Context: an optimization exercise on an open-source flow, tuned for small area, a short achievable clock period and few clock cycles per item. The choices shown serve that exercise and are no tape-out recipe. Only simulation tests tie the RTL to the original design; equivalence was not proved. No activity file was given, so power comes from the tool's default toggle rates.

## v23
==> flow/design.v (excerpt) <==
module binary_neuron (
    input  logic                    clk,
    input  logic                    reset,
    input  logic                    in_valid,
    output logic                    in_ready,
    input  logic [320:0]            in_req,
    output logic                    out_valid,
    input  logic                    out_ready,
    output logic [9:0]              out_sum
);
    wire p1_0 = in_req[318] ^ (~in_req[64] & in_req[317]);
    wire p2_0 = in_req[319] ^ (~in_req[64] & (in_req[317] | in_req[318]));
    wire q3_0 = ~(in_req[320] ^ (~in_req[64] & (in_req[317] | in_req[318] | in_req[319])));
    wire p1_1 = in_req[314] ^ (~in_req[63] & in_req[313]);
    wire p2_1 = in_req[315] ^ (~in_req[63] & (in_req[313] | in_req[314]));
    wire q3_1 = ~(in_req[316] ^ (~in_req[63] & (in_req[313] | in_req[314] | in_req[315])));
    wire p1_2 = in_req[310] ^ (~in_req[62] & in_req[309]);
    wire p2_2 = in_req[311] ^ (~in_req[62] & (in_req[309] | in_req[310]));
    wire q3_2 = ~(in_req[312] ^ (~in_req[62] & (in_req[309] | in_req[310] | in_req[311])));
    wire p1_3 = in_req[306] ^ (~in_req[61] & in_req[305]);
    wire p2_3 = in_req[307] ^ (~in_req[61] & (in_req[305] | in_req[306]));
  ...
==> flow/config.mk <==
export PLATFORM = sky130hd
export DESIGN_NAME = binary_neuron
export DESIGN_NICKNAME = binary_neuron
export VERILOG_FILES = /design/flow/design.v
export SDC_FILE = /design/flow/constraint.sdc
export NUM_CORES = 4
export LEC_CHECK = 0
export CAP_MARGIN = 20
export CORE_MARGIN = 2
export CORE_UTILIZATION = 40
export CTS_BUF_LIST = sky130_fd_sc_hd__clkbuf_8
export SLEW_MARGIN = 20
export SYNTH_HIERARCHICAL = 1
export SYNTH_MINIMUM_KEEP_SIZE = 0
==> flow/constraint.sdc <==
create_clock -name core_clock -period 6.0 [get_ports {clk}]
set_input_delay 1.2000 -clock core_clock [delete_from_list [all_inputs] [get_ports {clk}]]
set_output_delay 1.2000 -clock core_clock [all_outputs]
set_load 0.01 [all_outputs]
standard.sh (not shown) runs the stock make flow with config.mk's settings and CLKGATE_MAP_FILE= SYNTH_SCRIPT=/design/flow/synth_recipe.tcl, a recipe that flattens the netlist after the stock synthesis.
==> flow/flow/run.sh <==
#!/bin/bash
# The standard layout (standard.sh: ORFS synthesis to final layout), with
# two changes:
#  - the input and output ports are buffered with the smallest buffer,
#    sky130_fd_sc_hd__buf_1, instead of the cell buffer_ports picks by default
#    (clkdlybuf4s50_1); later repair steps may still resize them;
#  - clock tree synthesis adds no dummy loads to the clock tree.
set -euo pipefail
export BUFFER_PORTS_ARGS="-buffer_cell sky130_fd_sc_hd__buf_1"
export CTS_ARGS="-sink_clustering_enable -repair_clock_nets -buf_list sky130_fd_sc_hd__clkbuf_8 -dont_use_dummy_load -sink_buffer_max_cap_derate 0.6"
bash standard.sh > standard_flow.log 2>&1
v23 closes out successfully: all stages finished, all timing, DRC and antenna checks passed.
Testbench counts of v23, summed over its fixed seeds: cycles 3,232, items 3,200.
Setup changes, v23 to v11
diff --git a/flow/flow/run.sh b/flow/flow/run.sh
--- a/flow/flow/run.sh
+++ b/flow/flow/run.sh
@@ -9,3 +9,3 @@
 export BUFFER_PORTS_ARGS="-buffer_cell sky130_fd_sc_hd__buf_1"
-export CTS_ARGS="-sink_clustering_enable -repair_clock_nets -buf_list sky130_fd_sc_hd__clkbuf_8 -dont_use_dummy_load -sink_buffer_max_cap_derate 0.6"
+export CTS_ARGS="-repair_clock_nets -buf_list sky130_fd_sc_hd__clkbuf_8 -dont_use_dummy_load"
 bash standard.sh > standard_flow.log 2>&1
==> comparison <==
Register clock-pin slew on the reported worst setup and hold paths came out higher on v11 than on v23.
Diff v23 -> v11: worst-margin pin slew went up, final layout net count roughly the same, count of clock-buffer cells in the layout rose by 6, number of global-route vias before repair about even.
v11 vs. v23: total power went up by 0.078 mW, worst hold slack went up by 4.9 ps.
What v43 does differently from v11 at the input level:
diff --git a/flow/flow/run.sh b/flow/flow/run.sh
--- a/flow/flow/run.sh
+++ b/flow/flow/run.sh
@@ -9,3 +9,3 @@
 export BUFFER_PORTS_ARGS="-buffer_cell sky130_fd_sc_hd__buf_1"
-export CTS_ARGS="-repair_clock_nets -buf_list sky130_fd_sc_hd__clkbuf_8 -dont_use_dummy_load"
+export CTS_ARGS="-sink_clustering_enable -repair_clock_nets -buf_list sky130_fd_sc_hd__clkbuf_8 -dont_use_dummy_load -sink_clustering_size 18 -sink_clustering_max_diameter 90"
 bash standard.sh > standard_flow.log 2>&1
Notes after the runs:
[diff] power, v43 relative to v11: improvement
Switching power ends up lower on v43.
Fraction of area in clock buffers and inverters: v43 < v11
From v11 to v43 the numbers moved as follows: clock network power share down 5.5 points, adder-cell area share of the yosys netlist flat, utilization has decreased.
Going from v11 to v43, maximum frequency higher; sequential share of layout area higher.
v43 vs v11: met3 wire length down by a little under 10%
Delta(total clock network power, v43 - v11) < 0
v43 vs v11 — total detailed-routing wirelength dropped slightly
Edits applied to the flow inputs when going from v43 to v44:
diff --git a/flow/flow/run.sh b/flow/flow/run.sh
--- a/flow/flow/run.sh
+++ b/flow/flow/run.sh
@@ -9,3 +9,3 @@
 export BUFFER_PORTS_ARGS="-buffer_cell sky130_fd_sc_hd__buf_1"
-export CTS_ARGS="-sink_clustering_enable -repair_clock_nets -buf_list sky130_fd_sc_hd__clkbuf_8 -dont_use_dummy_load -sink_clustering_size 18 -sink_clustering_max_diameter 90"
+export CTS_ARGS="-sink_clustering_enable -repair_clock_nets -buf_list sky130_fd_sc_hd__clkbuf_8 -dont_use_dummy_load"
 bash standard.sh > standard_flow.log 2>&1
## What came out
- The final layout from v44, which completed every stage, passed the timing, DRC and antenna checks at the end of the flow.
- As far as initial core utilization is concerned, v43 and v44 perform about the same.
- v43 → v44: number of nets in the layout went up by 25; cell area after layout went up 340 sq um; post-layout instance count excluding filler cells up 25; total power increased 5.7%; global-route usage over all layers rose 0.28 points.
- Transition time of the tightest slew-check pin: v44 < v43
Input changes introduced in v45 (baseline for comparison: v44):
diff --git a/flow/flow/run.sh b/flow/flow/run.sh
--- a/flow/flow/run.sh
+++ b/flow/flow/run.sh
@@ -9,3 +9,3 @@
 export BUFFER_PORTS_ARGS="-buffer_cell sky130_fd_sc_hd__buf_1"
-export CTS_ARGS="-sink_clustering_enable -repair_clock_nets -buf_list sky130_fd_sc_hd__clkbuf_8 -dont_use_dummy_load"
+export CTS_ARGS="-sink_clustering_enable -repair_clock_nets -buf_list sky130_fd_sc_hd__clkbuf_16 -dont_use_dummy_load"
 bash standard.sh > standard_flow.log 2>&1
Notes after the runs:
- Going from v44 to v45, minimum setup slack among reg-to-reg paths went down, power after layout went up, wire length the detailed router placed on met1 went down, proportion of cell area occupied by registers went down.
- Setup slack: lower on v45
- v45: static power due to leakage 0.024 nW above v44
- Compared with v44, v45 shows a higher cell area.
- Diff v44 -> v45 | clock power | increase of about 10%
- Detailed route, v45 vs v44: via total lower for v45
- Higher power share of the sequential group among v44 and v45: v44
The following lists how v52 was set up differently from v45:
diff --git a/flow/flow/run.sh b/flow/flow/run.sh
--- a/flow/flow/run.sh
+++ b/flow/flow/run.sh
@@ -9,3 +9,3 @@
 export BUFFER_PORTS_ARGS="-buffer_cell sky130_fd_sc_hd__buf_1"
-export CTS_ARGS="-sink_clustering_enable -repair_clock_nets -buf_list sky130_fd_sc_hd__clkbuf_16 -dont_use_dummy_load"
+export CTS_ARGS="-sink_clustering_enable -repair_clock_nets -buf_list sky130_fd_sc_hd__clkbuf_8 -dont_use_dummy_load -sink_buffer_max_cap_derate 0.3"
 bash standard.sh > standard_flow.log 2>&1
Results
v52: routed wire length higher than v45
Design area is higher on v45
v52 against v45; clock buffer count in the final layout is up by more than half.
Timing-limited maximum frequency: v52 > v45
NOTE: via density per instance in v52 exceeds that of v45

[what the ideal ports hide]
The results above use ideal ports. As a check the final layouts listed here were re-extracted and re-timed, cells and wires unchanged. Step 1 sets driving cells, clkbuf_16 on the clock port and buf_2 on the other inputs (assumed; they add their load-dependent delay and slew). Step 2, shift: input delay + t, output delay - t, t = (earliest + latest rising clock arrival at the registers) / 2. This alone moves slack from input paths to output paths. a / b / c = ideal ports / drivers / drivers and shift; a / b = the first two.
run | shift t [ns] | setup slack, ns | clock arrival spread, ns | worst register clock-pin slew, ns
v23 | 0.570 | 3.534 / 3.534 / 3.095 | 0.043 / 0.044 | 0.06 / 0.06
v11 | 0.607 | 3.485 / 3.485 / 3.092 | 0.047 / 0.047 | 0.09 / 0.09
v43 | 0.564 | 3.516 / 3.516 / 3.114 | 0.042 / 0.042 | 0.12 / 0.12
v44 | 0.570 | 3.534 / 3.534 / 3.095 | 0.043 / 0.044 | 0.06 / 0.06
v45 | 0.563 | 3.513 / 3.513 / 3.110 | 0.044 / 0.044 | 0.06 / 0.06
v52 | 0.570 | 3.534 / 3.534 / 3.095 | 0.043 / 0.044 | 0.06 / 0.06
After both steps setup and hold are still met in every run listed.
